What follows belongs to an exercise in optimizing a design on an open flow for small area, a short achievable clock period and few clock cycles per item; a production flow would make more cautious choices.
Function was checked by simulation only, so behaviour that the tests miss may differ from the original.

File: run.sh
#!/bin/bash
# synth_recipe.tcl (not shown) runs the flow's synth.tcl, then flattens the netlist and writes it again
# the make line also repeats each setting of config.mk as NAME=value (left out here)
make -C /OpenROAD-flow-scripts/flow DESIGN_CONFIG=/design/flow/config.mk WORK_HOME=/design/flow/orfs CLKGATE_MAP_FILE= SYNTH_SCRIPT=/design/flow/synth_recipe.tcl finish
File: config.mk
export PLATFORM = sky130hd
export DESIGN_NAME = variable_adjust_chain_alu
export DESIGN_NICKNAME = variable_adjust_chain_alu
export VERILOG_FILES = /design/flow/design.v
export SDC_FILE = /design/flow/constraint.sdc
export NUM_CORES = 4
export LEC_CHECK = 0
export CAP_MARGIN = 20
export CORE_MARGIN = 2
export CORE_UTILIZATION = 40
export PLACE_DENSITY = 0.6
export SETUP_SLACK_MARGIN = 2.5
export SLEW_MARGIN = 20
File: constraint.sdc
create_clock -name core_clock -period 7.0 [get_ports {clk}]
set_input_delay 1.4000 -clock core_clock [delete_from_list [all_inputs] [get_ports {clk}]]
set_output_delay 1.4000 -clock core_clock [all_outputs]
set_load 0.01 [all_outputs]
File: design.v
`timescale 1ns / 1ps
package vaca_pkg;
    localparam logic [1:0] ADJ_NONE = 2'd0;
    localparam logic [1:0] ADJ_DIV  = 2'd1;
    localparam logic [1:0] ADJ_MOD  = 2'd2;
    localparam logic [1:0] ADJ_ADD  = 2'd3;
    localparam logic [3:0] OP_ADD   = 4'd0;
    localparam logic [3:0] OP_SUB   = 4'd1;
    localparam logic [3:0] OP_SMIN  = 4'd2;
    localparam logic [3:0] OP_SMAX  = 4'd3;
    localparam logic [3:0] OP_UMIN  = 4'd4;
    localparam logic [3:0] OP_UMAX  = 4'd5;
    localparam logic [3:0] OP_SDIV  = 4'd6;
    localparam logic [3:0] OP_SMOD  = 4'd7;
    localparam logic [3:0] OP_UDIV  = 4'd8;
    localparam logic [3:0] OP_UMOD  = 4'd9;
    localparam logic [3:0] OP_MUL   = 4'd10;
    localparam logic [3:0] OP_AND   = 4'd11;
    localparam logic [3:0] OP_OR    = 4'd12;
    localparam logic [3:0] OP_XOR   = 4'd13;
    localparam logic [1:0] SZ_BYTE  = 2'd0;
    localparam logic [1:0] SZ_WORD  = 2'd1;
    localparam int S_ADD   = 0;    
    localparam int S_ALIGN = 1;    
    localparam int S_ITER  = 2;    
    localparam int S_FIX   = 3;    
    localparam int S_ALU   = 4;    
    localparam int S_SHL   = 5;    
endpackage
`timescale 1ns / 1ps
import vaca_pkg::*;
module variable_adjust_chain_alu
(
    input  logic                clk,
    input  logic                rst_n,
    input  logic                in_valid,
    output logic                in_ready,
    input  logic [173:0]        in_data_bits,
    output logic                out_valid,
    input  logic                out_ready,
    output logic [32:0]         out_data_bits
);
    logic [31:0] f_value, f_mask, f_add, f_divmod, f_start;
    logic [4:0]  f_shift;
    logic [1:0]  f_kind, f_size;
    logic [3:0]  f_op;
    logic        f_chain;
    assign {f_value, f_shift, f_mask, f_add, f_divmod, f_kind, f_op, f_size, f_chain, f_start} = in_data_bits;
    logic [5:0]  state_reg, state_next;
    logic [31:0] acc_reg;
    logic        outv_reg;
    logic [31:0] out_r_reg;
    logic        out_dz_reg;
    logic [31:0] x_reg, r_reg, d_reg;
    logic [3:0]  op_reg;
    logic [4:0]  cnt_reg;
    logic        neg_reg, wrem_reg, phase_reg, mul_reg, dz_reg, sd_reg, sgn_reg;
    logic        byte_q, word_q, kdiv_q, kmod_q;
    logic        div_q, sgn_q, rem_q, mul_q, max_q, csgn_q, sub_q;
    assign out_valid     = outv_reg;
    assign out_data_bits = {out_r_reg, out_dz_reg};
    logic s_idle, s_add, s_align, s_iter, s_fix, s_alu, s_shl;
    assign s_add   = state_reg[S_ADD];
    assign s_align = state_reg[S_ALIGN];
    assign s_iter  = state_reg[S_ITER];
    assign s_fix   = state_reg[S_FIX];
    assign s_alu   = state_reg[S_ALU];
    assign s_shl   = state_reg[S_SHL];
    assign s_idle  = (state_reg == 6'd0);
    function logic [31:0] sext_size(input logic [31:0] v, input logic is_byte, input logic is_word);
        logic [31:0] s;
        if (is_byte)
            s = {{24{v[7]}}, v[7:0]};
        else if (is_word)
            s = {{16{v[15]}}, v[15:0]};
        else
            s = v;
        sext_size = s;
    endfunction
    function logic [31:0] cneg(input logic [31:0] v, input logic s);
        logic [31:0] y;
        logic        seen;
        seen = 1'b0;
        for (int i = 0; i < 32; i++)
        begin
            y[i] = v[i] ^ (s & seen);
            seen = seen | v[i];
        end
        cneg = y;
    endfunction
    function logic [5:0] lzc(input logic [31:0] v);
        logic [5:0] z;
        z = 6'd32;
        for (int i = 0; i < 32; i++)
            if (v[i]) z = 6'(31 - i);
        lzc = z;
    endfunction
    logic [31:0] msk;
    logic        narrow, op_simple;
    logic        is_final, out_free, accept, done;
    always_comb
    begin
        narrow    = byte_q || word_q;
        msk       = {{16{!narrow}}, {8{!byte_q}}, 8'hFF};
        op_simple = !div_q && !mul_q;
    end
    assign is_final = (s_alu && op_simple) || (s_fix && phase_reg);
    assign out_free = !outv_reg || out_ready;
    assign in_ready = s_idle || (is_final && !outv_reg);
    assign accept   = in_valid && in_ready;
    assign done     = is_final && out_free;
    logic [31:0] in_shifted;
    assign in_shifted = $signed(f_value) >>> f_shift;
    logic [31:0] a_val, b_val, a_op, b_op;
    logic        a_top, b_top;
    always_comb
    begin
        a_val = acc_reg & msk;
        b_val = x_reg & msk;
        a_op  = csgn_q ? sext_size(a_val, byte_q, word_q) : a_val;
        b_op  = csgn_q ? sext_size(b_val, byte_q, word_q) : b_val;
        a_top = csgn_q & a_op[31];
        b_top = csgn_q & b_op[31];
    end
    logic [32:0] aux_sum;
    assign aux_sum = {a_top, a_op} + ({b_top, b_op} ^ {33{sub_q}}) + {32'd0, sub_q && !max_q};
    logic        pick_a;
    logic [31:0] alu_res;
    always_comb
    begin
        pick_a = aux_sum[32] ^ max_q;
        case (op_reg)
            OP_ADD, OP_SUB:                     alu_res = aux_sum[31:0];
            OP_SMIN, OP_SMAX, OP_UMIN, OP_UMAX: alu_res = pick_a ? a_val : b_val;
            OP_AND:                             alu_res = a_val & b_val;
            OP_OR:                              alu_res = a_val | b_val;
            OP_XOR:                             alu_res = a_val ^ b_val;
            default:                            alu_res = b_val;
        endcase
    end
    logic [31:0] ng_in, ng_out, dext;
    logic        ng_s, nx_s, nd_s;
    always_comb
    begin
        dext = kdiv_q ? sext_size(d_reg, byte_q, word_q) : (d_reg & msk);
        nx_s = sgn_reg && x_reg[31];
        nd_s = s_alu ? b_top : (kdiv_q && dext[31]);
        if (s_add)
        begin
            ng_in = dext;
            ng_s  = nd_s;
        end
        else if (s_alu)
        begin
            ng_in = b_op;
            ng_s  = nd_s;
        end
        else if (s_fix)
        begin
            ng_in = wrem_reg ? r_reg : x_reg;
            ng_s  = neg_reg;
        end
        else
        begin
            ng_in = x_reg;
            ng_s  = nx_s;
        end
        ng_out = cneg(ng_in, ng_s);
    end
    logic [5:0]  lz_p, lz_n, lz_d, lz_x, k_full;
    logic        no_iter, d_zero;
    always_comb
    begin
        lz_p    = lzc(x_reg);
        lz_n    = lzc(~x_reg);
        lz_d    = lzc(d_reg);
        lz_x    = nx_s ? (lz_n - 6'd1) : lz_p;
        no_iter = (lz_x > lz_d);
        k_full  = lz_d - lz_x;
        d_zero  = (d_reg == 32'd0);
    end
    logic [31:0] m_add;
    logic [32:0] m_sum;
    logic        ge;
    always_comb
    begin
        m_add = mul_reg ? (x_reg & {32{d_reg[0] || s_add}}) : ~d_reg;
        m_sum = {1'b0, r_reg} + {1'b0, m_add} + {32'd0, !mul_reg};
        ge    = m_sum[32];
    end
    logic        b_zero;
    assign b_zero = (b_val == 32'd0);
    logic        take, iter_end;
    assign take     = accept;
    assign iter_end = mul_reg ? (d_reg[31:1] == 31'd0) : (cnt_reg == 5'd0);
    always_comb
    begin
        state_next = '0;
        if (s_idle || done)
        begin
            state_next[S_ADD] = take && (f_kind != ADJ_NONE);
            state_next[S_ALU] = take && (f_kind == ADJ_NONE);
        end
        else if (s_add)
        begin
            state_next[S_ALIGN] = kdiv_q || kmod_q;
            state_next[S_ALU]   = !(kdiv_q || kmod_q);
        end
        else if (s_align)
        begin
            state_next[S_FIX]  = d_zero || (no_iter && phase_reg);
            state_next[S_ALU]  = !d_zero && no_iter && !phase_reg;
            state_next[S_SHL]  = !d_zero && !no_iter;
        end
        else if (s_shl)
        begin
            state_next[S_ITER] = 1'b1;
        end
        else if (s_iter)
        begin
            state_next[S_ITER] = !iter_end;
            state_next[S_ALU]  = iter_end && !phase_reg && !wrem_reg && !neg_reg;
            state_next[S_FIX]  = iter_end && (phase_reg || wrem_reg || neg_reg);
        end
        else if (s_fix)
        begin
            state_next[S_ALU] = !phase_reg;
            state_next[S_FIX] = phase_reg;
        end
        else
        begin
            state_next[S_ITER]  = mul_q;
            state_next[S_FIX]   = div_q && b_zero;
            state_next[S_ALIGN] = div_q && !b_zero;
            state_next[S_ALU]   = op_simple;
        end
    end
    always_ff @(posedge clk or negedge rst_n)
    begin
        if (!rst_n)
            state_reg <= '0;
        else
            state_reg <= state_next;
    end
    logic [31:0] res_val;
    assign res_val = (s_fix ? ng_out : alu_res) & msk;
    always_ff @(posedge clk or negedge rst_n)
    begin
        if (!rst_n)
        begin
            acc_reg  <= 32'd0;
            outv_reg <= 1'b0;
        end
        else
        begin
            if (accept && f_chain)
                acc_reg <= f_start;
            else if (done)
                acc_reg <= res_val;
            if (done)
                outv_reg <= 1'b1;
            else if (out_ready)
                outv_reg <= 1'b0;
        end
    end
    always_ff @(posedge clk)
    begin
        if (done)
        begin
            out_r_reg  <= res_val;
            out_dz_reg <= dz_reg;
        end
    end
    always_ff @(posedge clk)
    begin
        if (in_ready)
        begin
            x_reg    <= in_shifted & f_mask;
            r_reg    <= sext_size(f_add, f_size == SZ_BYTE, f_size == SZ_WORD);
            d_reg    <= f_divmod;
            op_reg   <= f_op;
            byte_q   <= (f_size == SZ_BYTE);
            word_q   <= (f_size == SZ_WORD);
            kdiv_q   <= (f_kind == ADJ_DIV);
            kmod_q   <= (f_kind == ADJ_MOD);
            div_q    <= (f_op == OP_SDIV) || (f_op == OP_SMOD) || (f_op == OP_UDIV) || (f_op == OP_UMOD);
            sgn_q    <= (f_op == OP_SDIV) || (f_op == OP_SMOD);
            rem_q    <= (f_op == OP_SMOD) || (f_op == OP_UMOD);
            mul_q    <= (f_op == OP_MUL);
            max_q    <= (f_op == OP_SMAX) || (f_op == OP_UMAX);
            csgn_q   <= (f_op == OP_SMIN) || (f_op == OP_SMAX) || (f_op == OP_SDIV) || (f_op == OP_SMOD);
            sub_q    <= (f_op != OP_ADD);
            mul_reg  <= 1'b1;      
            dz_reg   <= 1'b0;
        end
        else
        begin
            if (s_add)
            begin
                x_reg     <= m_sum[31:0];
                d_reg     <= ng_out;
                sd_reg    <= nd_s;
                sgn_reg   <= kdiv_q || narrow;
                wrem_reg  <= kmod_q;
                phase_reg <= 1'b0;
                mul_reg   <= 1'b0;
            end
            if (s_align)
            begin
                if (!wrem_reg || phase_reg)
                    x_reg <= 32'd0;
                cnt_reg <= k_full[4:0];
                if (d_zero)
                begin
                    dz_reg  <= 1'b1;
                    r_reg   <= 32'd0;
                    neg_reg <= 1'b0;
                end
                else
                begin
                    r_reg   <= ng_out;
                    neg_reg <= wrem_reg ? nx_s : (nx_s ^ sd_reg);
                end
            end
            if (s_shl)
                d_reg <= d_reg << cnt_reg;
            if (s_iter)
            begin
                d_reg   <= {1'b0, d_reg[31:1]};
                cnt_reg <= cnt_reg - 5'd1;
                if (mul_reg)
                begin
                    r_reg <= m_sum[31:0];
                    x_reg <= {x_reg[30:0], 1'b0};
                end
                else
                begin
                    if (ge)
                        r_reg <= m_sum[31:0];
                    x_reg <= {x_reg[30:0], ge};
                end
            end
            if (s_fix && !phase_reg)
                x_reg <= ng_out;
            if (s_alu && !op_simple)
            begin
                phase_reg <= 1'b1;
                mul_reg   <= mul_q;
                wrem_reg  <= rem_q || mul_q;
                sgn_reg   <= sgn_q;
                sd_reg    <= nd_s;
                x_reg     <= a_op;
                d_reg     <= ng_out;
                if (mul_q)
                begin
                    r_reg   <= 32'd0;
                    neg_reg <= 1'b0;
                end
                else if (b_zero)
                begin
                    dz_reg  <= 1'b1;
                    r_reg   <= 32'd0;
                    x_reg   <= 32'd0;
                    neg_reg <= 1'b0;
                end
            end
        end
    end
endmodule
==> summary.md, run 1 <==
| Metric | Value |
|---|---|
| Max clock buf depth | `2` |
| Cell breakdown of the critical path | `buf_4 > buf_4 > nand3_1 > and2_1 > a221oi_1 > nor3_2 > nor2b_1 > nor2_1 > xor2_1 > buf_4 > o22ai_1 > a221oi_1 > o21ai_0` |
| Mapped cell area | `23200 sq um` |
| Portion of the post-synthesis area used by sequential elements | `21.5%` |
| Cell area after layout | `28700 sq um` |
| Placeable core area | `57500 sq um` |
| Wire length per cell | `31.5 um` |
| Net count after synthesis | `3473` |
| Number of antenna violations at the first check in global routing | `4` |
| Global-route usage over all layers | `41.6%` |
| Worst endpoint required time | `7240 ps` |
| DRC violation count after routing | `0` |
| Dpl hpwl | `94900 um` |
| CP max-delay cell | `a221oi_1` |
| Initial standard-cell utilization of the core | `40.4%` |
| Count of standard-cell rows | `88` |
| Highest net fanout along the worst path | `17` |
| Die boundary width | `245 um` |
| Number of H-tree levels | `4` |
| Number of flops mapped to enable cells by yosys | `90` |
| Startpoint of the worst register-to-register path | `byte_q` |
| Crit path time final | `4690 ps` |
| Max-capacitance violation count | `0` |
| Chip Height | `245 um` |
| Count of hold buffers inserted by post-cts repair | `0` |
| Main synth FF type | `edfxtp_1` |
| Flops & latches, synth | `195` |
| Ys async rst share | `20.0%` |
| Element type at the critical path start | `register` |
| Maximum achievable frequency | `213 MHz` |
| Origin of the worst min-delay path | `acc_reg[13]` |
| Endpoint arrival time on the critical path | `4930 ps` |
| Largest net degree at the start of global routing | `63` |
| Synthesis-to-finish area growth | `23.7%` |
| Final clock skew | `21.1 ps` |
| Max-slew headroom at the worst pin | `12.8%` |
| CTS sink cnt | `195` |
| Cell family contributing the most delay on the critical path | `compound AO/OA/AOI/OAI gates` |
| Number of buffers created by CTS | `17` |
| Slowest stage delay, CP | `770 ps` |
| Final Slew Violations | `0` |
| Final Setup Violations | `0` |
| Syn Inst Count | `3152` |
| Accumulated negative setup slack | `0 ps` |
| Vias per cell | `6.77` |
| Final Hold Violating Endpoints | `0` |
| Worst hold-check path type | `reg2reg` |
| Filler cell count | `5775` |
| Post-synth cell types | `102` |
| Clock latency on the worst-skew pair | `530 ps` |
| Yosys warning count | `1` |
| Post-synthesis average cell area | `7.36 sq um` |
| Cell repeated most along the worst path | `buf_4` |
| Total Nets Final | `3647` |
| Proportion of layout cells with a drive suffix above 1 | `15.4%` |
| Total number of vias | `27800` |
| Initial DRC Count | `4015` |
| Number of buffers and inverters on the critical path | `3` |
| DR pass1 iterations | `9` |
| Cell area reported after detailed placement | `26100 sq um` |
| Clock tree from TritonCTS | `built` |
| Critical path startpoint | `byte_q` |
| Final period utilization | `66.9%` |
| Area of the die | `59900 sq um` |
| Via count of the first global-routing pass | `25100` |
| Least-Margin Pin Slew | `1300 ps` |
| Root Driver | `clkbuf_16` |
| I/O Buffers | `212` |
| Placer Congestion | `1.09` |
| Antenna Violating Nets Remaining | `0` |
| Clock-pin slew of the registers on the worst-case setup and hold paths | `90 ps` |
| Final worst slack | `2310 ps` |
| Grt total ovfl | `0` |
| Cells after DPL | `3960` |
| Final routed wirelength across all metal layers | `130000 um` |
| IO Count | `213` |
| Setup repair after global routing missed its margin | `true` |
| Type of element capturing the critical path | `register` |
| Final cell count without fillers | `4111` |
| First-pass GRT wire length | `181000 um` |
| Worst setup path category | `reg2reg` |
| Worst setup slack after placement | `1830 ps` |
| Run status | `no timing/DRC/antenna violations` |
final timing paths:
check / end / slack (ps) / depth (start not counted)
max: d_reg[9] / 2310 / 13
min: acc_reg[13] / 540 / 2
max reg2reg: d_reg[9] / 2310 / 13
min reg2reg: acc_reg[13] / 540 / 2
max in group asynchronous: state_reg[0] / 5590 / 1
min in group asynchronous: acc_reg[23] / 880 / 1
cells by family (layout without fill, tap and decap cells):
group | after synthesis | in the layout | share of synthesized area [%]
other | 0 | 7 | 0
XOR/XNOR | 126 | 126 | 4.76
AO/OA/AOI/OAI | 1119 | 1121 | 32.3
flip-flops | 195 | 195 | 21.5
buffers and inverters | 391 | 575 | 6.65
AND/OR/NAND/NOR | 1057 | 1058 | 20.6
multiplexers | 121 | 121 | 6.27
adder cells (fa/ha/maj) | 143 | 143 | 7.87
what timing repair did:
item | 4_1_cts | 5_1_grt
setup endpoints to repair | 122 | 128
pin swaps | 21 | 69
cloned | 5 | 3
buffers inserted | 49 | 55
gates resized for setup | 79 | 162
hold endpoints to repair | 0 | 0
worst min-delay path, stage by stage, from the launching register on:
cell and delay (ps):
dfrtp_1 360, nand3_1 70, nand3_1 80
layout by cell type, fill, tap and decap left out, types with 21 or more instances in the layout:
cell type,netlist,final
ha_1,138,130
o21ai_1,25,23
clkdlybuf4s50_1,0,210
nor2b_1,22,21
o21ai_0,248,239
a22oi_1,27,26
mux2_2,21,21
nor3_1,44,41
a21oi_1,282,262
buf_4,5,171
nand2_1,458,441
nand2b_1,55,51
dfxtp_1,66,55
xnor2_1,59,51
edfxtp_1,90,90
a21oi_2,4,21
xor2_1,67,56
o21a_1,33,32
inv_1,122,117
a211oi_1,61,53
o211ai_1,23,23
o32ai_1,25,24
mux2i_1,82,80
dfrtp_1,39,34
a31oi_1,29,26
a221oi_1,58,48
a21o_1,45,44
nor2_1,265,253
o221ai_1,31,28
a221o_1,26,26
nand3_1,84,83
metrics by stage:
stage	utilization, %	hold slack [ps]
floorplan	-	409
global route	49.9	551
CTS	47.9	537
global placement	45.3	519
finish	50.0	537
detailed placement	45.3	504
per-layer routing:
layer	GRT usage [%]	vias to the layer above	part of all wire (%)
met4	24.0	0	6.8
met2	56.3	2061	39
li1	-	12000	-
met3	14.7	433	14
met1	56.4	13300	40
met5	0.654	-	0
synthesized netlist by cell type, types with 25 or more instances:
library cell,count,area (sq um)
a31oi_1,29,181
nand3_1,84,420
o32ai_1,25,219
o21ai_0,248,1240
nand2_1,458,1720
o21ai_1,25,125
nand2b_1,55,344
edfxtp_1,90,2700
a211oi_1,61,458
inv_1,122,458
dfxtp_1,66,1320
a21oi_1,282,1410
xnor2_1,59,517
ha_1,138,1730
nor2_1,265,995
a22oi_1,27,203
nor3_1,44,220
a221oi_1,58,508
buf_1,31,116
clkbuf_1,203,762
xor2_1,67,587
a221o_1,26,260
o21a_1,33,248
a21o_1,45,338
o221ai_1,31,272
mux2i_1,82,821
dfrtp_1,39,976
final cells by class:
type / count / area (sq um) / share of cell area (%)
inverter: 131 / 503 / 1.75
sequential: 195 / 5020 / 17.5
multi-input combinational: 2569 / 17700 / 61.7
antenna: 7 / 17.5 / 0.0610
clock inverter: 14 / 160 / 0.558
clock buffer: 18 / 429 / 1.49
timing repair buffer: 412 / 3890 / 13.6
tap: 765 / 957 / 3.33
Testbench counts, summed over its fixed seeds: cycles 27,436, items 3,200.
==> inputs of run 2 (changes only) <==
--- a/design.v
+++ b/design.v
@@ -169,5 +169,5 @@
     end
     logic [5:0]  lz_p, lz_n, lz_d, lz_x, k_full;
-    logic        no_iter, d_zero;
+    logic        no_iter, d_zero, d_one, nx_neg;
     always_comb
     begin
@@ -179,4 +179,6 @@
         k_full  = lz_d - lz_x;
         d_zero  = (d_reg == 32'd0);
+        d_one   = (d_reg == 32'd1);
+        nx_neg  = wrem_reg ? nx_s : (nx_s ^ sd_reg);
     end
     logic [31:0] m_add;
@@ -209,7 +211,8 @@
         else if (s_align)
         begin
-            state_next[S_FIX]  = d_zero || (no_iter && phase_reg);
-            state_next[S_ALU]  = !d_zero && no_iter && !phase_reg;
-            state_next[S_SHL]  = !d_zero && !no_iter;
+            state_next[S_FIX]  = d_zero || ((no_iter || d_one) && phase_reg)
+                                 || (!no_iter && d_one && !phase_reg && !wrem_reg && nx_neg);
+            state_next[S_ALU]  = !d_zero && !phase_reg && (no_iter || (d_one && (wrem_reg || !nx_neg)));
+            state_next[S_SHL]  = !d_zero && !no_iter && !d_one;
         end
         else if (s_shl)
@@ -320,5 +323,10 @@
                 begin
                     r_reg   <= ng_out;
-                    neg_reg <= wrem_reg ? nx_s : (nx_s ^ sd_reg);
+                    neg_reg <= nx_neg;
+                    if (d_one && !no_iter)
+                    begin
+                        r_reg <= 32'd0;
+                        x_reg <= wrem_reg ? 32'd0 : ng_out;
+                    end
                 end
             end
--- a/config.mk
+++ b/config.mk
@@ -6,4 +6,5 @@
 export NUM_CORES = 4
 export LEC_CHECK = 0
+export ABC_AREA = 1
 export CAP_MARGIN = 20
 export CORE_MARGIN = 2
==> summary.md, run 2 <==
| Metric | Value |
|---|---|
| Syn Inst Count | `3793 (+20%)` |
| Startpoint of the worst register-to-register path | `x_reg[8]` |
| Root Driver | `clkbuf_16` |
| Highest net fanout along the worst path | `8 (-9)` |
| Mapped cell area | `23800 sq um (+2.4%)` |
| Number of buffers created by CTS | `17 (unchanged)` |
| Final standard cell utilization of the core | `49.3% (-0.69 points)` |
| Total Nets Final | `4247 (+16%)` |
| Most frequent cells in the layout | `nand2_1 (852), o21ai_0 (445), inv_1 (388)` |
| Yosys warning count | `1 (unchanged)` |
| Initial standard-cell utilization of the core | `40.3% (about the same)` |
| Flops & latches, synth | `195 (unchanged)` |
| Chip Height | `248 um (+1.2%)` |
| Final worst slack | `1730 ps (-580 ps)` |
| Largest net degree at the start of global routing | `74 (+17%)` |
| DRC violation count after routing | `0 (unchanged)` |
| Clock latency on the worst-skew pair | `540 ps (about the same)` |
| Main synth FF type | `edfxtp_1` |
| Ys async rst share | `20.0% (unchanged)` |
| Via count of the first global-routing pass | `26600 (+5.7%)` |
| Most common cell after layout, fill and taps aside | `nand2_1` |
| Setup repair after global routing missed its margin | `true` |
| Max-slew headroom at the worst pin | `20.2% (+7.3 points)` |
| Slowest stage delay, CP | `490 ps (-280 ps)` |
| Post-synthesis average cell area | `6.27 sq um (-15%)` |
| Final clock skew | `17.1 ps (-3.92 ps)` |
| Accumulated negative setup slack | `0 ps (unchanged)` |
| Cell with the most instances after synthesis | `nand2_1` |
| I/O Buffers | `212 (unchanged)` |
| Global-route usage over all layers | `38.3% (-3.3 points)` |
| Worst R2R Path Depth | `41 (+28)` |
| CTS sink cnt | `195 (unchanged)` |
| Number of flops mapped to enable cells by yosys | `90 (unchanged)` |
| Worst hold-check path type | `reg2reg` |
| Clock-pin slew of the registers on the worst-case setup and hold paths | `90 ps (about the same)` |
| Endpoint with the worst hold slack | `out_dz_reg` |
| Reg2reg end | `x_reg[17]` |
| Vias per cell | `6.18 (-8.7%)` |
| Total number of vias | `29100 (+4.7%)` |
| Least-Margin Pin Slew | `1190 ps (-108 ps)` |
| Cell repeated most along the worst path | `nand2_1` |
| Placeable core area | `58900 sq um (+2.5%)` |
| Final routed wirelength across all metal layers | `120000 um (-7.7%)` |
| Cell area after layout | `29000 sq um (+1.1%)` |
| Antenna Violating Nets Remaining | `0 (unchanged)` |
| First-pass GRT wire length | `174000 um (-4.2%)` |
| Number of buffers and inverters on the critical path | `5 (+2)` |
| Count of hold buffers inserted by post-cts repair | `0 (unchanged)` |
| Number of antenna violations at the first check in global routing | `4 (unchanged)` |
| Crit path time final | `5270 ps (+580 ps)` |
| Worst setup slack after placement | `1090 ps (-731 ps)` |
| Max-capacitance violation count | `0 (unchanged)` |
| Final Slew Violations | `0 (unchanged)` |
| Count of standard-cell rows | `89 (+1.1%)` |
| Run status | `no timing/DRC/antenna violations` |
| Net count after synthesis | `4114 (+18%)` |
| Origin of the worst min-delay path | `dz_reg` |
| Portion of the post-synthesis area used by sequential elements | `21.0% (-0.51 points)` |
| Element type at the critical path start | `register` |
| IO Count | `213 (unchanged)` |
| Type of element capturing the critical path | `register` |
| Max clock buf depth | `2 (unchanged)` |
| Endpoint arrival time on the critical path | `5740 ps (+810 ps)` |
| Final Hold Slack | `442 ps (-95.7 ps)` |
| Final period utilization | `75.2% (+8.3 points)` |
| DR pass1 iterations | `6 (-3)` |
| Final Setup Violations | `0 (unchanged)` |
| ANT cells | `0 (-7)` |
| Clock tree from TritonCTS | `built` |
| Post-synth cell types | `72 (-29%)` |
| R2R setup slack | `1730 ps (-580 ps)` |
| Wire length per cell | `25.4 um (-19%)` |
| Final Hold Violating Endpoints | `0 (unchanged)` |
| Depth of the worst hold-timing path | `0 (-2)` |
| Top post-synthesis cells by area | `nand2_1 (14%), edfxtp_1 (11%), o21ai_0 (11%)` |
| Most instantiated cells after synthesis | `nand2_1 (871), o21ai_0 (526), inv_1 (402)` |
| Initial DRC Count | `3944 (-1.8%)` |
| Share of Yosys cell area claimed by the top area cell type | `13.8% (+2.1 points)` |
| Synthesis-to-finish area growth | `22.1%` |
| Cell family contributing the most delay on the critical path | `simple AND/OR/NAND/NOR gates` |
| Placer Congestion | `1.04 (-4.8%)` |
| Area of the die | `61400 sq um (+2.4%)` |
| Filler cell count | `6127 (+6.1%)` |
| Number of H-tree levels | `4 (unchanged)` |
| Maximum achievable frequency | `190 MHz (-11%)` |
| Grt total ovfl | `0 (unchanged)` |
| Worst endpoint required time | `7470 ps (+230 ps)` |
| Worst setup path category | `reg2reg` |
| Area leader, netlist | `nand2_1` |
| CP max-delay cell | `dfxtp_2` |
| Proportion of layout cells with a drive suffix above 1 | `11.0% (-4.4 points)` |
| Dpl hpwl | `90700 um (-4.3%)` |
| Die boundary width | `248 um (+1.2%)` |
| Cell area reported after detailed placement | `26500 sq um (+1.9%)` |
run 2: cell types whose count changed in the layout (fill, tap and decap cells not counted), sizes merged, moves of 37 or more:
cell    change
buf        -57
a211oi     -50
a221oi     -49
a21o       -41
nand3     +122
nand2b     -55
mux2i      -59
o21ai     +278
a21oi      +55
xnor2      -37
inv       +280
nand2     +426
o211ai    +136
run 2: worst max path at each step:
stage	startpoint	to	slack [ps]	cells past startpoint
2_1_floorplan	state_reg[0]	r_reg[14]	2280	33
3_3_place_gp	x_reg[1]	x_reg[17]	1040	41
3_5_place_dp	x_reg[1]	x_reg[17]	1090	41
4_1_cts	x_reg[0]	x_reg[18]	1860	45
5_1_grt	x_reg[0]	x_reg[0]	1470	45
6_report	x_reg[8]	x_reg[17]	1730	41
run 2: layout make-up:
type,count,area [sq um],area share [%]
well taps,773,967,3.33
flip-flops and latches,195,5030,17.3
repair inverters,3,31.3,0.108
multi-input cells,2934,17200,59.2
clock buffers,17,425,1.47
clock inverters,15,238,0.819
inverters,422,1650,5.69
repair buffers,353,3500,12.0
run 2: routing by layer:
| metal | part of all wire [%] | track usage (%) |
|---|---|---|
| met5 | 0.026 | 0 |
| met4 | 6.3 | 21.8 |
| met3 | 12 | 10.9 |
| met2 | 42 | 56.0 |
| met1 | 40 | 50.4 |
run 2: cell families after synthesis:
group           after synthesis  synth area share, %
flops                       195                 21.0
compound gates             1245                 30.4
mux                          23                0.969
buf+inv                     667                 10.8
fa+ha+maj                   143                 7.69
simple gates               1412                 24.9
xor+xnor                    108                 4.12
run 2: what timing repair did:
item	4_1_cts	5_1_grt
resized for setup	196	126
endpoints found under the setup margin	147	150
gates cloned	8	1
buffers inserted	53	17
pin swaps	70	54
run 2: worst register-to-register path: cells and delay by family, from the launching register on:
kind | cells | cell delay, ps
and+or+nand+nor | 22 | 2010
AOI/OAI and AO/OA | 12 | 1590
buffers and inverters | 5 | 660
DFF | 1 | 490
adders and majority gates | 2 | 450
run 2: per-stage QoR:
stage          cells
2_1_floorplan   3793
3_3_place_gp    4601
3_5_place_dp    4601
4_1_cts         4694
5_1_grt         4712
6_report        4712
Testbench counts of run 2, summed over its fixed seeds: cycles 24,876, items 3,200.
==> inputs of run 3 (changes only) <==
--- a/design.v
+++ b/design.v
@@ -169,5 +169,6 @@
     end
     logic [5:0]  lz_p, lz_n, lz_d, lz_x, k_full;
-    logic        no_iter, d_zero, d_one, nx_neg;
+    logic        no_iter, d_zero, d_one, nx_neg, mul_swap;
+    logic [5:0]  lz_acc;
     always_comb
     begin
@@ -179,4 +180,6 @@
         k_full  = lz_d - lz_x;
         d_zero  = (d_reg == 32'd0);
+        lz_acc  = lzc(acc_reg);
+        mul_swap = (lz_acc > lz_p);
         d_one   = (d_reg == 32'd1);
         nx_neg  = wrem_reg ? nx_s : (nx_s ^ sd_reg);
@@ -364,4 +367,9 @@
                     r_reg   <= 32'd0;
                     neg_reg <= 1'b0;
+                    if (mul_swap)
+                    begin
+                        x_reg <= b_val;
+                        d_reg <= a_val;
+                    end
                 end
                 else if (b_zero)
==> summary.md, run 3 <==
| Metric | Value |
|---|---|
| Ys async rst share | `20.0% (unchanged)` |
| Chip Height | `253 um (+2.1%)` |
| Worst setup path category | `reg2reg` |
| Setup repair after global routing missed its margin | `true` |
| Vias per cell | `6.49 (+5.0%)` |
| Placeable core area | `61500 sq um (+4.4%)` |
| Maximum achievable frequency | `186 MHz (-1.9%)` |
| CTS sink cnt | `195 (unchanged)` |
| Least-Margin Pin Slew | `1250 ps (+51.6 ps)` |
| Proportion of layout cells with a drive suffix above 1 | `16.7% (+5.7 points)` |
| Final period utilization | `76.7% (+1.5 points)` |
| Slowest stage delay, CP | `470 ps (-20 ps)` |
| Net count after synthesis | `4318 (+5.0%)` |
| Max-slew headroom at the worst pin | `16.5% (-3.6 points)` |
| DR pass1 iterations | `9 (+3)` |
| Mapped cell area | `24800 sq um (+4.3%)` |
| Share of Yosys cell area claimed by the top area cell type | `12.1% (-1.7 points)` |
| Most instantiated cells after synthesis | `nand2_1 (796), o21ai_0 (504), inv_1 (436)` |
| DRC violation count after routing | `0 (unchanged)` |
| Via count of the first global-routing pass | `29000 (+9.3%)` |
| Worst hold-check path type | `reg2reg` |
| Accumulated negative setup slack | `0 ps (unchanged)` |
| Cells after DPL | `4806 (+4.5%)` |
| Most frequent cells in the layout | `nand2_1 (741), inv_1 (403), o21ai_0 (383)` |
| Initial standard-cell utilization of the core | `40.3% (about the same)` |
| Wire length per cell | `29.5 um (+16%)` |
| Area of the die | `64000 sq um (+4.2%)` |
| Main synth FF type | `edfxtp_1` |
| Clock tree from TritonCTS | `built` |
| Number of flops mapped to enable cells by yosys | `98 (+8.9%)` |
| Worst R2R Path Depth | `45 (+9.8%)` |
| Grt total ovfl | `0 (unchanged)` |
| Max clock buf depth | `2 (unchanged)` |
| Worst endpoint required time | `7460 ps (about the same)` |
| Startpoint of the worst register-to-register path | `x_reg[0]` |
| Portion of the post-synthesis area used by sequential elements | `20.5% (-0.54 points)` |
| Clock-pin slew of the registers on the worst-case setup and hold paths | `90 ps (about the same)` |
| Total Nets Final | `4529 (+6.6%)` |
| Final clock skew | `24.3 ps (+7.14 ps)` |
| Cell with the most instances after synthesis | `nand2_1` |
| IO Count | `213 (unchanged)` |
| Critical Path Sink | `r_reg[27]` |
| Die boundary width | `253 um (+2.1%)` |
| Reg2reg end | `r_reg[27]` |
| Root Driver | `clkbuf_16` |
| Initial DRC Count | `5117 (+30%)` |
| Post-synthesis average cell area | `6.21 sq um (-0.89%)` |
| Final cell count without fillers | `5009 (+6.3%)` |
| R2R setup slack | `1630 ps (-100 ps)` |
| Placer Congestion | `1.06 (+2.5%)` |
| Endpoint arrival time on the critical path | `5830 ps (+90 ps)` |
| Run status | `no timing/DRC/antenna violations` |
| Crit path time final | `5370 ps (+104 ps)` |
| Global-route usage over all layers | `43.7% (+5.4 points)` |
| Top post-synthesis cells by area | `nand2_1 (12%), edfxtp_1 (12%), o21ai_0 (10%)` |
| Final Hold Violating Endpoints | `0 (unchanged)` |
| Antenna Violating Nets Remaining | `0 (unchanged)` |
| Highest net fanout along the worst path | `5 (-3)` |
| Dpl hpwl | `109000 um (+20%)` |
| Largest net degree at the start of global routing | `74 (unchanged)` |
| Max-capacitance violation count | `0 (unchanged)` |
| Synthesis-to-finish area growth | `29.7%` |
| Flops & latches, synth | `195 (unchanged)` |
| CP max-delay cell | `edfxtp_1` |
| First-pass GRT wire length | `202000 um (+16%)` |
| Critical path startpoint | `x_reg[0]` |
| Number of antenna violations at the first check in global routing | `12 (+8)` |
| Clock latency on the worst-skew pair | `530 ps (about the same)` |
| Number of buffers created by CTS | `17 (unchanged)` |
| Most common cell after layout, fill and taps aside | `nand2_1` |
| Syn Inst Count | `3991 (+5.2%)` |
| Final Slew Violations | `0 (unchanged)` |
| I/O Buffers | `212 (unchanged)` |
| Yosys warning count | `1 (unchanged)` |
| Element type at the critical path start | `register` |
| Number of H-tree levels | `4 (unchanged)` |
| Count of hold buffers inserted by post-cts repair | `0 (unchanged)` |
| Final routed wirelength across all metal layers | `148000 um (+24%)` |
| Final Setup Violations | `0 (unchanged)` |
| Post-synth cell types | `71 (-1.4%)` |
| Cell repeated most along the worst path | `nand2_1` |
| Type of element capturing the critical path | `register` |
| Area leader, netlist | `nand2_1` |
| Total number of vias | `32500 (+12%)` |
| Count of standard-cell rows | `91 (+2.2%)` |
-- run 3: changes by cell type in the layout (fill, tap and decap cells not counted), sizes merged, moves of 37 or more --
cell    before  now
o22ai       18   55
nand2      884  803
a31oi       26   67
o211ai     159  100
buf        141  227
nor2       244  349
-- run 3: worst min path at each step --
stage	start	end	slack, ps	cells past startpoint
after floorplan	dz_reg	out_dz_reg	410	0
after global placement	dz_reg	out_dz_reg	440	0
after detailed placement	dz_reg	out_dz_reg	440	0
after CTS	dz_reg	out_dz_reg	460	0
after global routing	dz_reg	out_dz_reg	480	0
final	dz_reg	out_dz_reg	460	0
-- run 3: logic make-up after synthesis --
logic type	count (synthesis)	synth area share, %
simple gates	1492	25.4
xor+xnor	104	3.68
flops	195	20.5
buf+inv	714	11.0
fa+ha+maj	149	7.67
mux	29	1.17
compound gates	1308	30.6
-- run 3: metrics by stage --
| step | util, % | setup slack, ps | area (sq um) | hold WS (ps) |
|---|---|---|---|---|
| finish | 52.3 | 1630 | 32200 | 465 |
| global route | 52.3 | 1300 | 32100 | 478 |
| CTS | 48.8 | 1770 | 30000 | 462 |
| detailed placement | 45.0 | 909 | 27600 | 439 |
| global placement | 44.9 | 947 | 27600 | 441 |
| floorplan | - | 2160 | 25100 | 409 |
-- run 3: area by class of cell --
| cell class | count | area [sq um] |
|---|---|---|
| fillers | 6335 | 29300 |
| multi-input cells | 3083 | 18900 |
| flip-flops and latches | 195 | 5100 |
| repair buffers | 449 | 4680 |
| inverters | 454 | 1770 |
| well taps | 790 | 988 |
| clock buffers | 17 | 425 |
| clock inverters | 15 | 228 |
| repair inverters | 2 | 12.5 |
| diodes | 4 | 10.0 |
-- run 3: critical path: cells and delay by family (launching register included) --
family	cells	cell delay (ps)
and+or+nand+nor	23	1970
AOI/OAI and AO/OA	13	1530
DFF	1	470
adders and majority gates	2	460
buffers and inverters	7	860
-- run 3: repair_timing --
| item | in CTS | in global routing |
|---|---|---|
| setup buffers | 59 | 88 |
| endpoints found under the setup margin | 175 | 174 |
| gates resized for setup | 277 | 348 |
| gates cloned | 9 | 11 |
| pin swaps | 123 | 124 |
-- run 3: metal layers --
| layer | vias up | share of wire [%] | wire [um] | track usage (%) |
|---|---|---|---|---|
| met1 | 15300 | 37 | 54300 | 54.3 |
| li1 | 14200 | - | - | - |
| met5 | - | 0.076 | 112 | 0 |
| met4 | 16 | 8.8 | 13000 | 30.4 |
| met2 | 2377 | 41 | 60600 | 64.6 |
| met3 | 658 | 13 | 19900 | 13.2 |
Testbench counts of run 3, summed over its fixed seeds: cycles 23,589, items 3,200.
==> inputs of run 4 (changes only) <==
--- a/design.v
+++ b/design.v
@@ -215,6 +215,6 @@
         begin
             state_next[S_FIX]  = d_zero || ((no_iter || d_one) && phase_reg)
-                                 || (!no_iter && d_one && !phase_reg && !wrem_reg && nx_neg);
-            state_next[S_ALU]  = !d_zero && !phase_reg && (no_iter || (d_one && (wrem_reg || !nx_neg)));
+                                 || (d_one && !phase_reg && !wrem_reg && nx_neg);
+            state_next[S_ALU]  = !d_zero && !phase_reg && ((no_iter && !d_one) || (d_one && (wrem_reg || !nx_neg)));
             state_next[S_SHL]  = !d_zero && !no_iter && !d_one;
         end
@@ -327,5 +327,5 @@
                     r_reg   <= ng_out;
                     neg_reg <= nx_neg;
-                    if (d_one && !no_iter)
+                    if (d_one)
                     begin
                         r_reg <= 32'd0;
==> summary.md, run 4 <==
| Metric | Value |
|---|---|
| Flops & latches, synth | `195 (unchanged)` |
| First-pass GRT wire length | `211000 um (+4.6%)` |
| Total Nets Final | `4561 (+0.71%)` |
| CTS sink cnt | `195 (unchanged)` |
| Startpoint of the worst register-to-register path | `x_reg[1]` |
| Post-synth cell types | `72 (+1.4%)` |
| Cell area after layout | `32300 sq um (+0.53%)` |
| Final cell count without fillers | `5042 (+0.66%)` |
| Worst setup path category | `reg2reg` |
| Number of flops mapped to enable cells by yosys | `98 (unchanged)` |
| Placeable core area | `61500 sq um (unchanged)` |
| Cell repeated most along the worst path | `nand2_1` |
| Least-Margin Pin Slew | `1150 ps (-93.7 ps)` |
| Detailed route wirelength on metal3 | `22800 um (+14%)` |
| Final Hold Violating Endpoints | `0 (unchanged)` |
| Clock tree from TritonCTS | `built` |
| Main synth FF type | `edfxtp_1` |
| Proportion of layout cells with a drive suffix above 1 | `17.7% (+0.96 points)` |
| Origin of the worst min-delay path | `dz_reg` |
| Number of buffers created by CTS | `17 (unchanged)` |
| Number of H-tree levels | `4 (unchanged)` |
| Final routed wirelength across all metal layers | `157000 um (+6.0%)` |
| Final Slew Violations | `0 (unchanged)` |
| Chip Height | `253 um (about the same)` |
| DR pass1 iterations | `10 (+1)` |
| Type of element capturing the critical path | `register` |
| Share of Yosys cell area claimed by the top area cell type | `13.0% (+0.91 points)` |
| Ys async rst share | `20.0% (unchanged)` |
| Max clock buf depth | `2 (unchanged)` |
| Final standard cell utilization of the core | `52.6% (+0.28 points)` |
| Worst endpoint required time | `7440 ps (-20 ps)` |
| Placer Congestion | `1.10 (+3.8%)` |
| Most common cell after layout, fill and taps aside | `nand2_1` |
| Top post-synthesis cells by area | `nand2_1 (13%), edfxtp_1 (12%), o21ai_0 (11%)` |
| Setup repair after global routing missed its margin | `true` |
| DRC violation count after routing | `0 (unchanged)` |
| Max-slew headroom at the worst pin | `23.2% (+6.6 points)` |
| Number of antenna violations at the first check in global routing | `13 (+1)` |
| CP max-delay cell | `edfxtp_1` |
| Highest net fanout along the worst path | `3 (-2)` |
| Largest net degree at the start of global routing | `56 (-24%)` |
| Cell with the most instances after synthesis | `nand2_1` |
| Area of the die | `64000 sq um (+0.12%)` |
| Count of hold buffers inserted by post-cts repair | `0 (unchanged)` |
| Initial standard-cell utilization of the core | `40.4% (+0.049 points)` |
| Net count after synthesis | `4317 (-0.023%)` |
| Element type at the critical path start | `register` |
| Total number of vias | `32900 (+1.2%)` |
| Cell area reported after detailed placement | `27600 sq um (-0.15%)` |
| Met1 WL | `59200 um (+9.1%)` |
| Syn Inst Count | `3990 (-0.025%)` |
| Final Setup Violations | `0 (unchanged)` |
| Via count of the first global-routing pass | `29100 (+0.15%)` |
| Portion of the post-synthesis area used by sequential elements | `20.5% (-0.025 points)` |
| I/O Buffers | `212 (unchanged)` |
| Top layer in use | `met5` |
| Root Driver | `clkbuf_16` |
| Dpl hpwl | `115000 um (+5.6%)` |
| Worst R2R Path Depth | `41 (-8.9%)` |
| Accumulated negative setup slack | `0 ps (unchanged)` |
| Cells after DPL | `4819 (+0.27%)` |
| Reg2reg end | `state_reg[3]` |
| Worst hold-check path type | `reg2reg` |
| Mapped cell area | `24800 sq um (+0.12%)` |
| Depth of the worst hold-timing path | `0 (unchanged)` |
| Post-synthesis average cell area | `6.22 sq um (+0.15%)` |
| Run status | `no timing/DRC/antenna violations` |
| Wire length per cell | `31.1 um (+5.3%)` |
| R2R setup slack | `2040 ps (+410 ps)` |
| Slowest stage delay, CP | `460 ps (about the same)` |
| Final clock skew | `22.3 ps (-2.02 ps)` |
| Die boundary width | `253 um (about the same)` |
| Most instantiated cells after synthesis | `nand2_1 (857), o21ai_0 (526), inv_1 (421)` |
| Crit path time final | `4960 ps (-413 ps)` |
| Synthesis-to-finish area growth | `30.3%` |
| Maximum achievable frequency | `202 MHz (+8.3%)` |
| Endpoint with the worst hold slack | `out_dz_reg` |
| Most frequent cells in the layout | `nand2_1 (804), o21ai_0 (428), inv_1 (384)` |
| Area leader, netlist | `nand2_1` |
| Vias per cell | `6.53 (+0.53%)` |
| Initial DRC Count | `4976 (-2.8%)` |
| Worst path depth | `41 (-8.9%)` |
| Clock latency on the worst-skew pair | `550 ps (+20 ps)` |
| Cell family contributing the most delay on the critical path | `compound AO/OA/AOI/OAI gates` |
| Number of buffers and inverters on the critical path | `4 (-3)` |
| IO Count | `213 (unchanged)` |
| Count of standard-cell rows | `91 (unchanged)` |
| Met2 Wirelength | `62300 um (+2.8%)` |
| Yosys warning count | `1 (unchanged)` |
| Global-route usage over all layers | `46.3% (+2.6 points)` |
| Final period utilization | `70.8% (-5.9 points)` |
| Clock-pin slew of the registers on the worst-case setup and hold paths | `90 ps (about the same)` |
| Antenna Violating Nets Remaining | `0 (unchanged)` |
| Grt total ovfl | `0 (unchanged)` |
| Endpoint arrival time on the critical path | `5400 ps (-430 ps)` |
| Max-capacitance violation count | `0 (unchanged)` |
run 4: cell types whose count changed after synthesis, moves of 8 or more:
| cell | delta |
|---|---|
| nand4_1 | -19 |
| xor2_1 | -10 |
| nand2_1 | +61 |
| o221ai_1 | -10 |
| o21ai_1 | -9 |
| nor2_1 | -14 |
| a21oi_1 | -14 |
| o21ai_0 | +22 |
| or2_2 | +11 |
| o22ai_1 | -25 |
| o311ai_0 | +8 |
| inv_1 | -15 |
| buf_1 | -9 |
| o211ai_1 | +9 |
run 4: layer usage:
metal  up-vias  track usage, %
li1      14300               -
met1     15400            58.8
met2      2544            64.9
met3       653            18.3
met4        12            29.5
met5         -               0
run 4: cell type report:
class,instances,area (sq um)
clock inverters,15,220
flip-flops and latches,195,5100
multi-input cells,3110,19000
clock buffers,17,425
repair buffers,463,4660
fillers,6357,29200
repair inverters,6,97.6
diodes,5,12.5
well taps,790,988
inverters,441,1790
run 4: how the worst max path moves through the flow:
stage,slack (ps),from,end
floorplan,1940,state_reg[0],r_reg[15]
global placement,1160,word_q,acc_reg[0]
detailed placement,1070,word_q,acc_reg[0]
CTS,2220,x_reg[2],state_reg[4]
global route,1840,x_reg[1],state_reg[3]
finish,2040,x_reg[1],state_reg[3]
run 4: cells by family (layout without fill, tap and decap cells):
group,Yosys count,in the layout,share of synthesized area [%]
adders and majority gates,149,149,7.66
AOI/OAI and AO/OA,1296,1296,30.4
xor gates and xnor gates,101,101,3.63
and+or+nand+nor,1540,1541,26.2
DFF,195,195,20.5
muxes,23,23,0.928
buffers and inverters,686,942,10.7
other,0,5,0
run 4: metrics by stage:
stage               setup slack, ps  hold WS (ps)
floorplan                      1940           409
global placement               1160           427
detailed placement             1070           438
CTS                            2220           460
global route                   1840           484
finish                         2040           464
run 4: repair_timing:
item	in CTS	in global routing
gates resized for setup	213	408
endpoints found under the setup margin	175	175
cloned	6	18
buffers inserted	68	93
pin swaps	44	165
Testbench counts of run 4, summed over its fixed seeds: cycles 23,595, items 3,200.
==> inputs of run 5 (changes only) <==
--- a/design.v
+++ b/design.v
@@ -169,6 +169,5 @@
     end
     logic [5:0]  lz_p, lz_n, lz_d, lz_x, k_full;
-    logic        no_iter, d_zero, d_one, nx_neg, mul_swap;
-    logic [5:0]  lz_acc;
+    logic        no_iter, d_zero, d_one, nx_neg;
     always_comb
     begin
@@ -180,6 +179,4 @@
         k_full  = lz_d - lz_x;
         d_zero  = (d_reg == 32'd0);
-        lz_acc  = lzc(acc_reg);
-        mul_swap = (lz_acc > lz_p);
         d_one   = (d_reg == 32'd1);
         nx_neg  = wrem_reg ? nx_s : (nx_s ^ sd_reg);
@@ -367,9 +364,4 @@
                     r_reg   <= 32'd0;
                     neg_reg <= 1'b0;
-                    if (mul_swap)
-                    begin
-                        x_reg <= b_val;
-                        d_reg <= a_val;
-                    end
                 end
                 else if (b_zero)
==> summary.md, run 5 <==
| Metric | Value |
|---|---|
| DR pass1 iterations | `7 (-3)` |
| Filler cell count | `6053 (-4.8%)` |
| Largest net degree at the start of global routing | `101 (+80%)` |
| Global-route usage over all layers | `35.9% (-10 points)` |
| Proportion of layout cells with a drive suffix above 1 | `12.9% (-4.8 points)` |
| Total number of vias | `28900 (-12%)` |
| Placeable core area | `57700 sq um (-6.2%)` |
| Crit path time final | `4530 ps (-423 ps)` |
| IO Count | `213 (unchanged)` |
| Yosys warning count | `1 (unchanged)` |
| Flops & latches, synth | `195 (unchanged)` |
| Type of element capturing the critical path | `register` |
| Clock-pin slew of the registers on the worst-case setup and hold paths | `90 ps (about the same)` |
| Mapped cell area | `23300 sq um (-5.9%)` |
| Dpl hpwl | `83300 um (-28%)` |
| Initial DRC Count | `3897 (-22%)` |
| Final clock skew | `19.8 ps (-2.47 ps)` |
| First-pass GRT wire length | `163000 um (-23%)` |
| Post-synthesis average cell area | `6.22 sq um (about the same)` |
| Cell family contributing the most delay on the critical path | `compound AO/OA/AOI/OAI gates` |
| Final worst slack | `2470 ps (+423 ps)` |
| Accumulated negative setup slack | `0 ps (unchanged)` |
| R2R setup slack | `2470 ps (+420 ps)` |
| Cell with the most instances after synthesis | `nand2_1` |
| Number of buffers created by CTS | `17 (unchanged)` |
| Top post-synthesis cells by area | `nand2_1 (14%), o21ai_0 (12%), edfxtp_1 (12%)` |
| Final Hold Violating Endpoints | `0 (unchanged)` |
| Via count of the first global-routing pass | `25600 (-12%)` |
| Max-capacitance violation count | `0 (unchanged)` |
| Syn Inst Count | `3752 (-6.0%)` |
| Die boundary width | `246 um (-3.0%)` |
| Share of Yosys cell area claimed by the top area cell type | `13.6% (+0.66 points)` |
| Element type at the critical path start | `register` |
| Root Driver | `clkbuf_16` |
| Worst R2R Path Depth | `29 (-29%)` |
| Final routed wirelength across all metal layers | `116000 um (-26%)` |
| Synthesis-to-finish area growth | `25.7%` |
| Cell repeated most along the worst path | `o21ai_1` |
| Critical Path Sink | `cnt_reg[4]` |
| Most instantiated cells after synthesis | `nand2_1 (847), o21ai_0 (563), inv_1 (394)` |
| Grt total ovfl | `0 (unchanged)` |
| CP max-delay cell | `edfxtp_1` |
| Worst setup slack after placement | `1570 ps (+501 ps)` |
| Worst hold-check path type | `reg2reg` |
| Final period utilization | `64.8% (-6.0 points)` |
| DRC violation count after routing | `0 (unchanged)` |
| Sequential cell area in the final layout | `5030 sq um (-1.4%)` |
| Area of the die | `60300 sq um (-5.8%)` |
| Setup repair after global routing missed its margin | `true` |
| Ys async rst share | `20.0% (unchanged)` |
| CTS sink cnt | `195 (unchanged)` |
| Max clock buf depth | `2 (unchanged)` |
| Total Nets Final | `4274 (-6.3%)` |
| Critical path startpoint | `d_reg[0]` |
| Number of flops mapped to enable cells by yosys | `90 (-8.2%)` |
| Most common cell after layout, fill and taps aside | `nand2_1` |
| Slowest stage delay, CP | `450 ps (about the same)` |
| Net count after synthesis | `4073 (-5.7%)` |
| Reg2reg end | `cnt_reg[4]` |
| Final Slew Violations | `0 (unchanged)` |
| Most frequent cells in the layout | `nand2_1 (828), o21ai_0 (488), inv_1 (374)` |
| Highest net fanout along the worst path | `3 (unchanged)` |
| Wire length per cell | `24.6 um (-21%)` |
| Max-slew headroom at the worst pin | `23.9% (+0.71 points)` |
| Startpoint of the worst register-to-register path | `d_reg[0]` |
| Endpoint arrival time on the critical path | `4820 ps (-580 ps)` |
| Clock tree from TritonCTS | `built` |
| Initial standard-cell utilization of the core | `40.5% (+0.096 points)` |
| Run status | `no timing/DRC/antenna violations` |
| I/O Buffers | `212 (unchanged)` |
| Number of H-tree levels | `4 (unchanged)` |
| Chip Height | `246 um (-3.0%)` |
| Number of antenna violations at the first check in global routing | `3 (-10)` |
| Main synth FF type | `edfxtp_1` |
| Count of standard-cell rows | `88 (-3.3%)` |
| Worst path depth | `29 (-29%)` |
| Placer Congestion | `0.999 (-9.5%)` |
| Vias per cell | `6.11 (-6.3%)` |
| Antenna Violating Nets Remaining | `0 (unchanged)` |
| Area leader, netlist | `nand2_1` |
| Portion of the post-synthesis area used by sequential elements | `21.4% (+0.95 points)` |
| Worst setup path category | `reg2reg` |
| Area taken by multi-input logic gates | `17100 sq um (-10%)` |
| Clock latency on the worst-skew pair | `530 ps (-20 ps)` |
| Maximum achievable frequency | `221 MHz (+9.3%)` |
| Worst endpoint required time | `7280 ps (-160 ps)` |
| Final Setup Violations | `0 (unchanged)` |
| Number of buffers and inverters on the critical path | `6 (+2)` |
| Count of hold buffers inserted by post-cts repair | `0 (unchanged)` |
| Post-synth cell types | `68 (-5.6%)` |
| Least-Margin Pin Slew | `1130 ps (-22.6 ps)` |
[run 5: cell count changes after synthesis, sizes merged, moves of 14 or more]
cell    before  now
nor2       335  267
a31oi       67   35
o21ai      553  585
nand3      235  204
inv        428  405
o211ai     109   88
clkbuf     192  178
[run 5: cells by family after synthesis]
logic type | share of synthesized area (%)
simple gates | 25.1
compound gates | 30.7
buf+inv | 10.4
flops | 21.4
fa+ha+maj | 7.83
xor+xnor | 4.01
mux | 0.558
[run 5: area by class of cell]
type	count	area share, %
multi-input cells	2926	58.1
flip-flops and latches	195	17.1
repair buffers	394	13.5
inverters	412	5.56
well taps	765	3.26
clock buffers	18	1.50
clock inverters	14	0.631
repair inverters	7	0.260
diodes	1	0.00853
[run 5: worst reg2reg max path, delay by kind of cell, from the launching register on]
kind	cells	cell delay (ps)
DFF	1	450
buffers and inverters	6	590
AOI/OAI and AO/OA	15	2030
adders and majority gates	2	600
and+or+nand+nor	6	610
[run 5: worst min path at each step]
stage	start	to	slack, ps	depth (start not counted)
after floorplan	dz_reg	out_dz_reg	410	0
after CTS	dz_reg	out_dz_reg	460	0
after global routing	dz_reg	out_dz_reg	490	0
after global placement	dz_reg	out_dz_reg	450	0
final	dz_reg	out_dz_reg	450	0
after detailed placement	dz_reg	out_dz_reg	440	0
[run 5: repair_timing]
action | in CTS | in global routing
gates cloned | 4 | 18
gates resized for setup | 128 | 260
endpoints found under the setup margin | 130 | 131
buffers inserted | 26 | 88
pin swaps | 24 | 95
[run 5: stage by stage]
step	std cells	utilization, %	instance area (sq um)	hold WS [ps]
finish	4732	50.9	29300	452
global route	4731	50.9	29300	485
CTS	4625	47.4	27300	461
detailed placement	4563	45.1	26000	439
global placement	4563	45.1	26000	446
floorplan	3752	-	23400	409
[run 5: layer usage]
layer | routed length (um) | share of wire (%) | global-route usage [%] | up-vias
li1 | - | - | - | 13300
met1 | 44900 | 39 | 46.3 | 13400
met2 | 50000 | 43 | 54.7 | 1842
met3 | 13200 | 11 | 7.29 | 394
met4 | 8220 | 7.1 | 22.4 | 4
met5 | 32 | 0.027 | 0 | -
Testbench counts of run 5, summed over its fixed seeds: cycles 24,882, items 3,200.
==> inputs of run 6 (changes only) <==
--- a/design.v
+++ b/design.v
@@ -90,9 +90,40 @@
     endfunction
     function logic [5:0] lzc(input logic [31:0] v);
-        logic [5:0] z;
-        z = 6'd32;
-        for (int i = 0; i < 32; i++)
-            if (v[i]) z = 6'(31 - i);
-        lzc = z;
+        logic [15:0] nz1;    
+        logic [15:0] z1;     
+        logic [7:0]  nz2;
+        logic [1:0]  z2 [8];
+        logic [3:0]  nz3;
+        logic [2:0]  z3 [4];
+        logic [1:0]  nz4;
+        logic [3:0]  z4 [2];
+        logic [5:0]  r;
+        for (int i = 0; i < 16; i++)
+        begin
+            nz1[i] = v[2*i+1] | v[2*i];
+            z1[i]  = !v[2*i+1];
+        end
+        for (int i = 0; i < 8; i++)
+        begin
+            nz2[i] = nz1[2*i+1] | nz1[2*i];
+            z2[i]  = nz1[2*i+1] ? {1'b0, z1[2*i+1]} : {1'b1, z1[2*i]};
+        end
+        for (int i = 0; i < 4; i++)
+        begin
+            nz3[i] = nz2[2*i+1] | nz2[2*i];
+            z3[i]  = nz2[2*i+1] ? {1'b0, z2[2*i+1]} : {1'b1, z2[2*i]};
+        end
+        for (int i = 0; i < 2; i++)
+        begin
+            nz4[i] = nz3[2*i+1] | nz3[2*i];
+            z4[i]  = nz3[2*i+1] ? {1'b0, z3[2*i+1]} : {1'b1, z3[2*i]};
+        end
+        if (nz4[1])
+            r = {2'b00, z4[1]};
+        else if (nz4[0])
+            r = {2'b01, z4[0]};
+        else
+            r = 6'd32;
+        lzc = r;
     endfunction
     logic [31:0] msk;
==> summary.md, run 6 <==
| Metric | Value |
|---|---|
| CTS sink cnt | `195 (unchanged)` |
| Synthesis-to-finish area growth | `22.2%` |
| Worst setup path category | `reg2reg` |
| Number of antenna violations at the first check in global routing | `4 (+1)` |
| Accumulated negative setup slack | `0 ps (unchanged)` |
| Area leader, netlist | `nand2_1` |
| Syn Inst Count | `3666 (-2.3%)` |
| Critical path startpoint | `word_q` |
| Most frequent cells in the layout | `nand2_1 (776), o21ai_0 (471), inv_1 (356)` |
| Placer Congestion | `1.03 (+3.0%)` |
| First-pass GRT wire length | `174000 um (+6.8%)` |
| Placeable core area | `57800 sq um (+0.19%)` |
| Mapped cell area | `23400 sq um (+0.32%)` |
| Main synth FF type | `edfxtp_1` |
| Clock latency on the worst-skew pair | `530 ps (about the same)` |
| Cell with the most instances after synthesis | `nand2_1` |
| Startpoint of the worst register-to-register path | `word_q` |
| Max-slew headroom at the worst pin | `25.5% (+1.6 points)` |
| I/O Buffers | `212 (unchanged)` |
| Crit path time final | `4490 ps (-41.1 ps)` |
| Number of buffers and inverters on the critical path | `4 (-2)` |
| Root Driver | `clkbuf_16` |
| CP max-delay cell | `a31oi_1` |
| Post-synthesis average cell area | `6.39 sq um (+2.7%)` |
| Element type at the critical path start | `register` |
| Antenna Violating Nets Remaining | `0 (unchanged)` |
| Type of element capturing the critical path | `register` |
| Final routed wirelength across all metal layers | `124000 um (+6.8%)` |
| Grt total ovfl | `0 (unchanged)` |
| Ys async rst share | `20.0% (unchanged)` |
| Vias per cell | `6.22 (+1.7%)` |
| Cell breakdown of the critical path | `nor2_4 > buf_12 > nor2_1 > nor2_1 > nor3_1 > buf_4 > inv_1 > o221ai_1 > a31oi_1 > nand4_4 > o21ai_2 > xor2_1 > inv_2 > o21ai_1 > o21ai_1 > nand2_1` |
| Initial standard-cell utilization of the core | `40.5% (+0.051 points)` |
| Number of buffers created by CTS | `17 (unchanged)` |
| Total number of vias | `28800 (-0.47%)` |
| Max clock buf depth | `2 (unchanged)` |
| Final Setup Violations | `0 (unchanged)` |
| Number of H-tree levels | `4 (unchanged)` |
| DR pass1 iterations | `6 (-1)` |
| Post-synth cell types | `76 (+12%)` |
| Cell family contributing the most delay on the critical path | `compound AO/OA/AOI/OAI gates` |
| Flops & latches, synth | `195 (unchanged)` |
| Most instantiated cells after synthesis | `nand2_1 (807), o21ai_0 (498), inv_1 (369)` |
| Max-capacitance violation count | `0 (unchanged)` |
| Endpoint arrival time on the critical path | `4880 ps (+60 ps)` |
| Proportion of layout cells with a drive suffix above 1 | `11.9% (-1.0 points)` |
| Net count after synthesis | `3987 (-2.1%)` |
| Highest net fanout along the worst path | `8 (+5)` |
| Area of the die | `60500 sq um (+0.31%)` |
| Final Hold Slack | `452 ps (+0.864 ps)` |
| Final standard cell utilization of the core | `49.5% (-1.4 points)` |
| Share of Yosys cell area claimed by the top area cell type | `12.9% (-0.68 points)` |
| Largest net degree at the start of global routing | `56 (-45%)` |
| Portion of the post-synthesis area used by sequential elements | `21.4% (-0.068 points)` |
| Final period utilization | `64.2% (-0.59 points)` |
| Clock tree from TritonCTS | `built` |
| Number of flops mapped to enable cells by yosys | `90 (unchanged)` |
| Setup repair after global routing missed its margin | `true` |
| Origin of the worst min-delay path | `dz_reg` |
| Dpl hpwl | `93900 um (+13%)` |
| Chip Height | `246 um (+0.16%)` |
| Final Slew Violations | `0 (unchanged)` |
| Final Hold Violating Endpoints | `0 (unchanged)` |
| Final clock skew | `20.0 ps (+0.254 ps)` |
| Initial DRC Count | `4160 (+6.7%)` |
| Count of standard-cell rows | `88 (unchanged)` |
| Most common cell after layout, fill and taps aside | `nand2_1` |
| Global-route usage over all layers | `39.2% (+3.3 points)` |
| Worst endpoint required time | `7390 ps (+110 ps)` |
| Via count of the first global-routing pass | `25500 (-0.52%)` |
| Wire length per cell | `26.9 um (+9.2%)` |
| ANT cells | `0 (-1)` |
| Clock-pin slew of the registers on the worst-case setup and hold paths | `90 ps (about the same)` |
| Least-Margin Pin Slew | `1110 ps (-19.5 ps)` |
| Total Nets Final | `4172 (-2.4%)` |
| DRC violation count after routing | `0 (unchanged)` |
| Worst hold-check path type | `reg2reg` |
| Die boundary width | `246 um (+0.16%)` |
| Run status | `no timing/DRC/antenna violations` |
| Top post-synthesis cells by area | `nand2_1 (13%), edfxtp_1 (12%), o21ai_0 (11%)` |
| Maximum achievable frequency | `223 MHz (+0.92%)` |
| IO Count | `213 (unchanged)` |
| Yosys warning count | `10 (+9)` |
| Slowest stage delay, CP | `610 ps (+160 ps)` |
[run 6: layer usage]
metal	track usage (%)	vias up	part of all wire (%)
li1	-	13000	-
met3	8.15	387	11
met4	24.1	6	7.0
met5	0	-	0.027
met1	53.1	13500	41
met2	56.5	1874	41
[run 6: path summary, 6_finish.rpt]
path	cells after the start	endpoint	slack (ps)
max reg2reg	16	d_reg[27]	2510
min in group asynchronous	2	acc_reg[14]	1020
max in group asynchronous	2	state_reg[3]	5440
min	0	out_dz_reg	450
max	16	d_reg[27]	2510
min reg2reg	0	out_dz_reg	450
[run 6: final cells by class]
| cell class | count | area (sq um) |
|---|---|---|
| clock inverter | 14 | 136 |
| tap | 765 | 957 |
| multi-input combinational | 2861 | 16800 |
| clock buffer | 18 | 429 |
| fill | 6105 | 29200 |
| timing repair buffer | 384 | 3660 |
| sequential | 195 | 5020 |
| timing repair inverter | 3 | 42.5 |
| inverter | 389 | 1530 |
[run 6: cell families after synthesis]
logic type	count (synthesis)	share of synthesized area (%)
simple gates	1356	24.4
compound gates	1226	30.8
buf+inv	613	10.4
flops	195	21.4
fa+ha+maj	143	7.80
xor+xnor	105	3.93
mux	28	1.20
[run 6: worst reg2reg max path, stage by stage, from the launching register on]
cell and delay [ps]:
edfxtp_1 570, nor2_4 230, buf_12 130, nor2_1 40, nor2_1 400, nor3_1 90, buf_4 210, inv_1 370
o221ai_1 340, a31oi_1 610, nand4_4 220, o21ai_2 170, xor2_1 410, inv_2 170, o21ai_1 170, o21ai_1 130
nand2_1 80
[run 6: metrics by stage]
stage / cells / area, sq um / worst slack, ps
global route: 4629 / 28600 / 2320
detailed placement: 4487 / 26100 / 1280
floorplan: 3666 / 23500 / 2470
finish: 4629 / 28600 / 2510
global placement: 4487 / 26100 / 1470
CTS: 4550 / 27100 / 2430
[run 6: timing repair]
| item | 4_1_cts | 5_1_grt |
|---|---|---|
| gates resized for setup | 74 | 203 |
| endpoints found under the setup margin | 139 | 135 |
| hold buffers | 0 | 0 |
| buffers inserted | 29 | 72 |
| pin swaps | 8 | 70 |
| gates cloned | 2 | 7 |
Testbench counts of run 6, summed over its fixed seeds: cycles 24,882, items 3,200.

==> port drivers added, routing unchanged <==
No port has a modelled driver above. Below, the same layouts with a new extraction and two added sets of constraints.
Step 1: set_driving_cell puts a clkbuf_16 on clk and a buf_2 on each other input, an assumption about the parent block.
Step 2, shift: input delay + t, output delay - t, t = (earliest + latest rising clock arrival at the registers) / 2. This alone moves slack from input paths to output paths.
a / b / c = ideal ports / drivers / drivers and shift; a / b = the first two.
| run | shift t [ns] | slack for setup (ns) | hold WS [ns] | worst register clock-pin slew, ns | worst data-port slew with drivers (ns) |
|---|---|---|---|---|---|
| run 1 | 0.585 | 2.315 / 2.315 / 2.315 | 0.537 / 0.537 / 0.537 | 0.10 / 0.10 | 0.06 |
| run 2 | 0.601 | 1.735 / 1.735 / 1.735 | 0.442 / 0.442 / 0.442 | 0.10 / 0.10 | 0.09 |
| run 3 | 0.587 | 1.630 / 1.630 / 1.630 | 0.465 / 0.465 / 0.465 | 0.10 / 0.10 | 0.10 |
| run 4 | 0.606 | 2.043 / 2.043 / 2.043 | 0.464 / 0.464 / 0.464 | 0.11 / 0.11 | 0.06 |
| run 5 | 0.587 | 2.466 / 2.466 / 2.057 | 0.452 / 0.452 / 0.452 | 0.09 / 0.09 | 0.08 |
| run 6 | 0.582 | 2.507 / 2.507 / 2.311 | 0.452 / 0.452 / 0.452 | 0.09 / 0.09 | 0.14 |
After both steps every run listed still meets setup and hold. The setup slack of run 5, which loses most, moves by 0.000 ns with the drivers and by -0.409 ns with both steps.
